This is an optimization exercise on Yosys and OpenROAD, whose aim is small area, a short achievable clock period and few clock cycles per item, not a production implementation. Function was checked by simulation only, so behaviour that the tests miss may differ from the original. Power figures rest on the tool's default switching activity, not on a simulated workload.

==> flow/design.v <==
package rfc_pkg;
   localparam int DEPTH      = 16;
   localparam int ELEM_WIDTH = 32;
   localparam int PTR_W      = (DEPTH > 1) ? $clog2(DEPTH) : 1;
   localparam int CNT_W      = $clog2(DEPTH + 1);
   localparam int CAP_W      = 5;
   localparam int DATA_W     = 32;
   localparam int STAT_W     = 32;
   localparam int OCC_W      = 5;
   localparam logic [CAP_W-1:0] CAP_RESET = CAP_W'(16);
   localparam logic OP_ENQ = 1'b0;
   localparam logic OP_DEQ = 1'b1;
   localparam logic STATUS_DONE   = 1'b0;
   localparam logic STATUS_REJECT = 1'b1;
   typedef struct packed {
      logic clear;
      logic enq_ok;
      logic enq_full;
      logic deq_ok;
      logic deq_empty;
   } stat_evt_type;
   function automatic logic [CNT_W-1:0] eff_cap(input logic [CAP_W-1:0] cap);
      logic [CNT_W-1:0] res;
      if (cap == '0) begin
         res = CNT_W'(1);
      end else if (int'(cap) > DEPTH) begin
         res = CNT_W'(DEPTH);
      end else begin
         res = CNT_W'(cap);
      end
      eff_cap = res;
   endfunction
   function automatic logic [PTR_W-1:0] next_ptr(input logic [PTR_W-1:0] ptr,
                                                 input logic [CNT_W-1:0] cap);
      logic [CNT_W:0] nx;
      nx = (CNT_W+1)'(ptr) + (CNT_W+1)'(1);
      next_ptr = (nx >= (CNT_W+1)'(cap)) ? '0 : PTR_W'(nx);
   endfunction
endpackage
module rfc_ram #(
   parameter int WIDTH  = 32,
   parameter int DEPTH  = 16,
   parameter int ADDR_W = 4
) (
   input  logic              clock,
   input  logic              wr_en,
   input  logic [ADDR_W-1:0] wr_addr,
   input  logic [WIDTH-1:0]  wr_data,
   input  logic              rd_en,
   input  logic [ADDR_W-1:0] rd_addr,
   output logic [WIDTH-1:0]  rd_data
);
   logic [WIDTH-1:0] mem_ff [DEPTH];
   logic [WIDTH-1:0] rd_data_ff;
   always_ff @(posedge clock) begin
      if (wr_en) begin
         mem_ff[wr_addr] <= wr_data;
      end
   end
   always_ff @(posedge clock) begin
      if (rd_en) begin
         rd_data_ff <= mem_ff[rd_addr];
      end
   end
   assign rd_data = rd_data_ff;
endmodule
module rfc_stats (
   input  logic                         clock,
   input  logic                         reset,
   input  rfc_pkg::stat_evt_type        evt,
   output logic [rfc_pkg::STAT_W-1:0]   enq_ok_cnt,
   output logic [rfc_pkg::STAT_W-1:0]   enq_full_cnt,
   output logic [rfc_pkg::STAT_W-1:0]   deq_ok_cnt,
   output logic [rfc_pkg::STAT_W-1:0]   deq_empty_cnt
);
   logic [rfc_pkg::STAT_W-1:0] enq_ok_ff, enq_ok_in;
   logic [rfc_pkg::STAT_W-1:0] enq_full_ff, enq_full_in;
   logic [rfc_pkg::STAT_W-1:0] deq_ok_ff, deq_ok_in;
   logic [rfc_pkg::STAT_W-1:0] deq_empty_ff, deq_empty_in;
   function automatic logic [rfc_pkg::STAT_W-1:0] sat_inc(
      input logic [rfc_pkg::STAT_W-1:0] v, input logic hit);
      sat_inc = (hit && (v != '1)) ? v + rfc_pkg::STAT_W'(1) : v;
   endfunction
   always_comb begin
      enq_ok_in    = sat_inc(enq_ok_ff, evt.enq_ok);
      enq_full_in  = sat_inc(enq_full_ff, evt.enq_full);
      deq_ok_in    = sat_inc(deq_ok_ff, evt.deq_ok);
      deq_empty_in = sat_inc(deq_empty_ff, evt.deq_empty);
   end
   always_ff @(posedge clock) begin
      if (reset || evt.clear) begin
         enq_ok_ff    <= '0;
         enq_full_ff  <= '0;
         deq_ok_ff    <= '0;
         deq_empty_ff <= '0;
      end else begin
         enq_ok_ff    <= enq_ok_in;
         enq_full_ff  <= enq_full_in;
         deq_ok_ff    <= deq_ok_in;
         deq_empty_ff <= deq_empty_in;
      end
   end
   assign enq_ok_cnt    = enq_ok_ff;
   assign enq_full_cnt  = enq_full_ff;
   assign deq_ok_cnt    = deq_ok_ff;
   assign deq_empty_cnt = deq_empty_ff;
endmodule
module ring_fifo_with_counters (
   input  logic                          clock,
   input  logic                          reset,
   input  logic                          csr_wr_en,
   input  logic [rfc_pkg::CAP_W-1:0]     csr_wr_data,
   input  logic                          req_valid,
   output logic                          req_stall,
   input  logic                          req_op,
   input  logic [rfc_pkg::DATA_W-1:0]    req_data_in,
   output logic                          rsp_valid,
   input  logic                          rsp_stall,
   output logic                          rsp_status,
   output logic [rfc_pkg::DATA_W-1:0]    rsp_data_out,
   output logic                          rsp_is_empty,
   output logic                          rsp_is_full,
   output logic [rfc_pkg::OCC_W-1:0]     rsp_occupancy,
   output logic [rfc_pkg::STAT_W-1:0]    rsp_enqueue_count,
   output logic [rfc_pkg::STAT_W-1:0]    rsp_enqueue_full_count,
   output logic [rfc_pkg::STAT_W-1:0]    rsp_dequeue_count,
   output logic [rfc_pkg::STAT_W-1:0]    rsp_dequeue_empty_count
);
   typedef enum logic [1:0] {
      ST_IDLE = 2'b01,
      ST_DONE = 2'b10
   } state_type;
   state_type                       state_ff, state_in;
   logic [rfc_pkg::CAP_W-1:0]       cap_ff;
   logic [rfc_pkg::PTR_W-1:0]       wptr_ff, wptr_in;
   logic [rfc_pkg::PTR_W-1:0]       rptr_ff, rptr_in;
   logic [rfc_pkg::CNT_W-1:0]       fill_ff, fill_in;
   logic                            status_ff;
   logic                            took_ff;
   logic                            rsp_valid_ff, rsp_valid_in;
   logic                            rsp_status_ff;
   logic [rfc_pkg::DATA_W-1:0]      rsp_data_ff;
   logic                            rsp_empty_ff;
   logic                            rsp_full_ff;
   logic [rfc_pkg::OCC_W-1:0]       rsp_occ_ff;
   logic [rfc_pkg::STAT_W-1:0]      rsp_enq_ff, rsp_enq_full_ff;
   logic [rfc_pkg::STAT_W-1:0]      rsp_deq_ff, rsp_deq_empty_ff;
   logic [rfc_pkg::CNT_W-1:0]       cap_eff;
   logic                            accept;
   logic                            load;
   rfc_pkg::stat_evt_type           evt;
   logic [rfc_pkg::ELEM_WIDTH-1:0]  rd_data;
   logic [rfc_pkg::STAT_W-1:0]      enq_cnt, enq_full_cnt, deq_cnt, deq_empty_cnt;
   assign cap_eff   = rfc_pkg::eff_cap(cap_ff);
   assign accept    = req_valid && (state_ff == ST_IDLE);
   assign req_stall = (state_ff != ST_IDLE);
   assign load      = (state_ff == ST_DONE) && (!rsp_valid_ff || !rsp_stall);
   always_comb begin
      evt.clear     = csr_wr_en;
      evt.enq_ok    = accept && (req_op == rfc_pkg::OP_ENQ) && (fill_ff < cap_eff);
      evt.enq_full  = accept && (req_op == rfc_pkg::OP_ENQ) && !(fill_ff < cap_eff);
      evt.deq_ok    = accept && (req_op == rfc_pkg::OP_DEQ) && (fill_ff != '0);
      evt.deq_empty = accept && (req_op == rfc_pkg::OP_DEQ) && (fill_ff == '0);
   end
   always_comb begin
      wptr_in = wptr_ff;
      rptr_in = rptr_ff;
      fill_in = fill_ff;
      if (evt.enq_ok) begin
         wptr_in = rfc_pkg::next_ptr(wptr_ff, cap_eff);
         fill_in = fill_ff + rfc_pkg::CNT_W'(1);
      end
      if (evt.deq_ok) begin
         rptr_in = rfc_pkg::next_ptr(rptr_ff, cap_eff);
         fill_in = fill_ff - rfc_pkg::CNT_W'(1);
      end
   end
   always_comb begin
      state_in = state_ff;
      case (state_ff)
         ST_IDLE: begin
            if (accept) begin
               state_in = ST_DONE;
            end
         end
         ST_DONE: begin
            if (load) begin
               state_in = ST_IDLE;
            end
         end
         default: begin
            state_in = ST_IDLE;
         end
      endcase
   end
   always_comb begin
      rsp_valid_in = rsp_valid_ff;
      if (load) begin
         rsp_valid_in = 1'b1;
      end else if (!rsp_stall) begin
         rsp_valid_in = 1'b0;
      end
   end
   always_ff @(posedge clock) begin
      if (reset) begin
         state_ff     <= ST_IDLE;
         cap_ff       <= rfc_pkg::CAP_RESET;
         wptr_ff      <= '0;
         rptr_ff      <= '0;
         fill_ff      <= '0;
         rsp_valid_ff <= 1'b0;
      end else begin
         state_ff     <= state_in;
         rsp_valid_ff <= rsp_valid_in;
         if (csr_wr_en) begin
            cap_ff  <= csr_wr_data;
            wptr_ff <= '0;
            rptr_ff <= '0;
            fill_ff <= '0;
         end else begin
            wptr_ff <= wptr_in;
            rptr_ff <= rptr_in;
            fill_ff <= fill_in;
         end
      end
   end
   always_ff @(posedge clock) begin
      if (accept) begin
         status_ff <= (evt.enq_full || evt.deq_empty) ? rfc_pkg::STATUS_REJECT
                                                      : rfc_pkg::STATUS_DONE;
         took_ff   <= evt.deq_ok;
      end
      if (load) begin
         rsp_status_ff    <= status_ff;
         rsp_data_ff      <= took_ff ? rfc_pkg::DATA_W'(rd_data) : '0;
         rsp_empty_ff     <= (fill_ff == '0);
         rsp_full_ff      <= (fill_ff == cap_eff);
         rsp_occ_ff       <= rfc_pkg::OCC_W'(fill_ff);
         rsp_enq_ff       <= enq_cnt;
         rsp_enq_full_ff  <= enq_full_cnt;
         rsp_deq_ff       <= deq_cnt;
         rsp_deq_empty_ff <= deq_empty_cnt;
      end
   end
   rfc_ram #(
      .WIDTH  (rfc_pkg::ELEM_WIDTH),
      .DEPTH  (rfc_pkg::DEPTH),
      .ADDR_W (rfc_pkg::PTR_W)
   ) u_ram (
      .clock   (clock),
      .wr_en   (evt.enq_ok),
      .wr_addr (wptr_ff),
      .wr_data (req_data_in[rfc_pkg::ELEM_WIDTH-1:0]),
      .rd_en   (evt.deq_ok),
      .rd_addr (rptr_ff),
      .rd_data (rd_data)
   );
   rfc_stats u_stats (
      .clock         (clock),
      .reset         (reset),
      .evt           (evt),
      .enq_ok_cnt    (enq_cnt),
      .enq_full_cnt  (enq_full_cnt),
      .deq_ok_cnt    (deq_cnt),
      .deq_empty_cnt (deq_empty_cnt)
   );
   assign rsp_valid               = rsp_valid_ff;
   assign rsp_status              = rsp_status_ff;
   assign rsp_data_out            = rsp_data_ff;
   assign rsp_is_empty            = rsp_empty_ff;
   assign rsp_is_full             = rsp_full_ff;
   assign rsp_occupancy           = rsp_occ_ff;
   assign rsp_enqueue_count       = rsp_enq_ff;
   assign rsp_enqueue_full_count  = rsp_enq_full_ff;
   assign rsp_dequeue_count       = rsp_deq_ff;
   assign rsp_dequeue_empty_count = rsp_deq_empty_ff;
endmodule
==> flow/run.sh <==
#!/bin/bash
# synth_recipe.tcl (not shown) runs the flow's synth.tcl, then flattens the netlist and writes it again
# the make line also repeats each setting of config.mk as NAME=value (left out here)
make -C /OpenROAD-flow-scripts/flow DESIGN_CONFIG=/design/flow/config.mk WORK_HOME=/design/flow/orfs CLKGATE_MAP_FILE= SYNTH_SCRIPT=/design/flow/synth_recipe.tcl finish
==> flow/config.mk <==
export PLATFORM = sky130hd
export DESIGN_NAME = ring_fifo_with_counters
export DESIGN_NICKNAME = ring_fifo_with_counters
export VERILOG_FILES = /design/flow/design.v
export SDC_FILE = /design/flow/constraint.sdc
export NUM_CORES = 4
export LEC_CHECK = 0
export CAP_MARGIN = 20
export CORE_MARGIN = 2
export CORE_UTILIZATION = 40
export SLEW_MARGIN = 20
==> flow/constraint.sdc <==
create_clock -name core_clock -period 4.0 [get_ports {clock}]
set_input_delay 0.8000 -clock core_clock [delete_from_list [all_inputs] [get_ports {clock}]]
set_output_delay 0.8000 -clock core_clock [all_outputs]
set_load 0.01 [all_outputs]
==> flow_summary.toml <==
[outcome]
status = "complete, no violations"

[critical_path]
crit_type = "flop to flop"
worstSetupStartpointType = "flop"
cp_slowest_stage_delay_ps = 500
cp_num_buf_inv = 2
worstPathMaxFanout = 23
worstPathRequired_ps = 4550
critical_path.most_common_cell = "nand2_1"
cp_top_family = "simple AND/OR/NAND/NOR gates"
critPathArrivalTime_ps = 3670
slowest_stage = "or4_1"
cp-end-kind = "flop"
path_cells = "inv_1 > nand2_1 > ha_1 > a21o_1 > nand2_1 > nand3b_1 > nand3_1 > buf_4 > or4_1 > a21oi_1"

[pwr]
worst_ir_drop_vdd_v = 0.000321
p_leak_nw = 12.6
p_per_area_nw_per_um2 = 465

[detailed_routing]
drc_errors = 0
drt_iter0_markers = 1293
first_pass_iters = 5
wl_per_cell_um = 21.7
via_per_inst = 5.37
postRouteAntennaNets = 0
wl_um = 71300
vias = 17700

[logic_synthesis]
synth_area_leader_cell = "edfxtp_1"
synth.avg_cell_area_um2 = 17.6
ys.flop_type = "edfxtp_1"
ys_seq_area_share_pct = 73.9
synthTopCellsByArea = "edfxtp_1, mux4_2, dfxtp_1, nor2_1, xor2_1"
synth_fp_nets = 1945
yosys_warnings = 3
syn_inst = 1874
synth_top_area_share_pct = 64.8
synth_edf_count = 714
ys_async_sr_fraction_pct = 0
syn_area_um2 = 33100
ys_ff_latch = 863
ys_types = 59

[timing]
fin_crit_ps = 3120
setup_viol = 0
hold_viol = 0
min_period_over_period_pct = 78.1
tightest_slew_ps = 982
finalSetupTns_ps = 0
max_slew_margin_pct = 33.9
timing.clock.skew_ps = 26.7
max_freq_ghz = 0.320
report.final.slew_viol_count = 0
rsz0062_at_grt = "no"

[floorplan]
die_w_um = 292
rows = 105
initial_core_util_pct = 40.3
io_pins = 213
die_y_um = 292
core_area_um2 = 82000
dieArea_um2 = 85000

[clock_network]
clock-sinks = 863
cts_setup_buffers = 0
cts_made_buffers = 89
cts_tree = "done"
postCtsHoldBufs = 0
clk_pin_slew_ps = 60
cts_resized = 0
cts_buffer_depth = 3
clkLatencyLatePin_ps = 640
root_buffer = "clkbuf_16"
h-tree-depth = 3

[global_routing]
grt_max_degree = 104
grt_pass1_wl_um = 110000
first_global_vias = 18200
track_usage_pct = 16.8
antenna_found_initial = 4
grt.overflow.total = 0

[layout]
layout-drive-gt1-share_pct = 16.8
nets = 2217
final_cell_area_um2 = 39900
diodes = 0
area_growth_pct = 20.7
fill_cells = 6857

[hold_path]
hold_class = "flop to flop"

[flow_run]
maxCapViolCount = 0

[place]
dp.final_hpwl_um = 44600
dpl-instance-area_um2 = 36900
numPortBuffers = 212
place_congestion = 0.798
## worst register-to-register path, delay by kind of cell, from the launching register on
kind / cells / cell delay (ps)
adder cells (fa/ha/maj): 1 / 330
flip-flops: 1 / 340
buffers and inverters: 2 / 500
AO/OA/AOI/OAI: 2 / 310
AND/OR/NAND/NOR: 5 / 1550
## logic make-up (layout without fill, tap and decap cells)
group	after synthesis	in the layout	synth area share (%)
muxes	169	169	11.2
buffers and inverters	104	448	1.21
DFF	863	863	73.9
xor gates and xnor gates	84	84	2.23
and+or+nand+nor	485	485	7.76
adders and majority gates	28	28	1.08
AOI/OAI and AO/OA	141	141	2.68
## cell type report
| cell class | instances | area, um2 | share of cell area (%) |
|---|---|---|---|
| flip-flops and latches | 863 | 24400 | 61.2 |
| multi-input cells | 907 | 8410 | 21.1 |
| repair buffers | 260 | 2630 | 6.60 |
| clock buffers | 111 | 2340 | 5.87 |
| well taps | 1070 | 1340 | 3.36 |
| clock inverters | 52 | 647 | 1.62 |
| inverters | 25 | 93.8 | 0.235 |
## path summary, 6_finish.rpt
check	startpoint	to	slack (ps)	depth (start not counted)
hold / removal	status_ff$_DFFE_PN_	rsp_status_ff$_DFFE_PP_	430	0
hold reg to reg	status_ff$_DFFE_PN_	rsp_status_ff$_DFFE_PP_	430	0
setup reg to reg	cap_ff[4]$_SDFFE_PP1P_	u_stats.enq_full_ff[15]$_SDFFE_PP0P_	880	10
setup / recovery	cap_ff[4]$_SDFFE_PP1P_	u_stats.enq_full_ff[15]$_SDFFE_PP0P_	880	10
## registers in the layout, summed over array words and instances, names as in the netlist, 5 cells and up
register,cells
u_ram.mem_ff,512
rsp_data_ff,32
rsp_deq_empty_ff,32
rsp_deq_ff,32
rsp_enq_ff,32
rsp_enq_full_ff,32
u_ram.rd_data_ff,32
u_stats.deq_empty_ff,32
u_stats.deq_ok_ff,32
u_stats.enq_full_ff,32
u_stats.enq_ok_ff,32
cap_ff,5
fill_ff,5
rsp_occ_ff,5
## synthesized netlist by cell type (5+ instances only)
library cell  number
edfxtp_1         714
nand2b_1           7
clkbuf_1          58
o31ai_1           16
inv_1             25
nand3_1           49
a21o_1             7
nand4_1           43
dfxtp_1          149
xnor2_1           39
and2_1            37
nor4_1            14
or3_1             31
nand2_1           74
xor2_1            45
buf_1             17
mux2i_1            9
nor3_1            26
nor2_1           123
or2_2              5
ha_1              27
o21ai_0           32
and4_1            20
mux4_2           160
a21oi_1           56
and3_1            18
or4_1             17
## per-layer routing
metal / share of wire, % / wire [um] / vias up / track usage (%)
met4: 1.7 / 1180 / 4 / 4.21
li1: - / - / 7978 / -
met2: 49 / 35100 / 429 / 28.1
met1: 44 / 31300 / 9147 / 23.1
met5: 0.038 / 27 / - / 0
met3: 5.2 / 3710 / 94 / 2.81
## where the power goes
group	switching, mW	internal (mW)	total (mW)
Combinational	0.227	0.133	0.360
Sequential	0.0168	9.74	9.76
Clock	3.45	4.97	8.42
## through the flow
| stage | hold WS (ps) | instances | total power [mW] | setup WS, ps | util, % |
|---|---|---|---|---|---|
| floorplan | 400 | 1874 | 10.1 | 2.66 | - |
| global placement | 424 | 3125 | 10.3 | 594 | 45.0 |
| detailed placement | 424 | 3125 | 10.3 | 589 | 45.0 |
| CTS | 437 | 3288 | 18.8 | 834 | 48.7 |
| global route | 460 | 3288 | 19.2 | 578 | 48.7 |
| finish | 434 | 3288 | 18.5 | 875 | 48.7 |
## placed cells by master (no fill, tap or decap), types with 4 or more instances in the layout
cell type / Yosys / layout
and2_1: 37 / 37
buf_4: 0 / 36
clkbuf_1: 58 / 20
nor4_1: 14 / 14
nor2_4: 1 / 13
o31ai_1: 16 / 16
nand4_1: 43 / 43
buf_12: 0 / 12
clkinv_2: 0 / 15
nand3_1: 49 / 49
edfxtp_1: 714 / 714
and3_1: 18 / 18
mux2i_1: 9 / 9
a21o_1: 7 / 7
inv_1: 25 / 24
xor2_1: 45 / 45
a21oi_1: 56 / 55
nand3b_1: 4 / 4
dfxtp_1: 149 / 145
nand2_1: 74 / 74
nor2_1: 123 / 111
nor3_1: 26 / 22
xnor2_1: 39 / 39
and4_1: 20 / 20
ha_1: 27 / 27
clkinv_1: 0 / 13
or2_2: 5 / 4
nor3_4: 0 / 4
or3_1: 31 / 31
o21ai_0: 32 / 32
mux4_2: 160 / 160
clkdlybuf4s50_1: 0 / 212
o211ai_1: 4 / 4
bufinv_16: 0 / 12
clkbuf_16: 0 / 90
or4_1: 17 / 17
nand2b_1: 7 / 7
a22oi_1: 4 / 4
Testbench counts, summed over its fixed seeds: cycles 28,824, items 14,400.

[what the ideal ports hide]
In the flow no input, the clock included, has a driving cell. The finished layout below was timed again as built, in two steps.
Step 1, drivers: a clkbuf_16 drives clock and a buf_2 each remaining input, both assumed.
Step 2 adds t to the input delays and takes it off the output delays; t is the mean of the earliest and latest rising clock arrival at the registers after step 1. Input paths then give back, and output paths get back, about the clock's delay inside the block.
Slacks: no drivers / after step 1 / after step 2; pairs: no drivers / after step 1.
t (ns): 0.698
slack for setup (ns): 0.875 / 0.875 / 0.475
worst hold slack (ns): 0.434 / 0.434 / 0.434
clock arrival spread, ns: 0.034 / 0.033
worst register clock-pin slew, ns: 0.06 / 0.06
After both steps setup and hold are still met in this run. For this run, drivers alone change the setup slack by 0.000 ns; drivers and shift together by -0.400 ns.
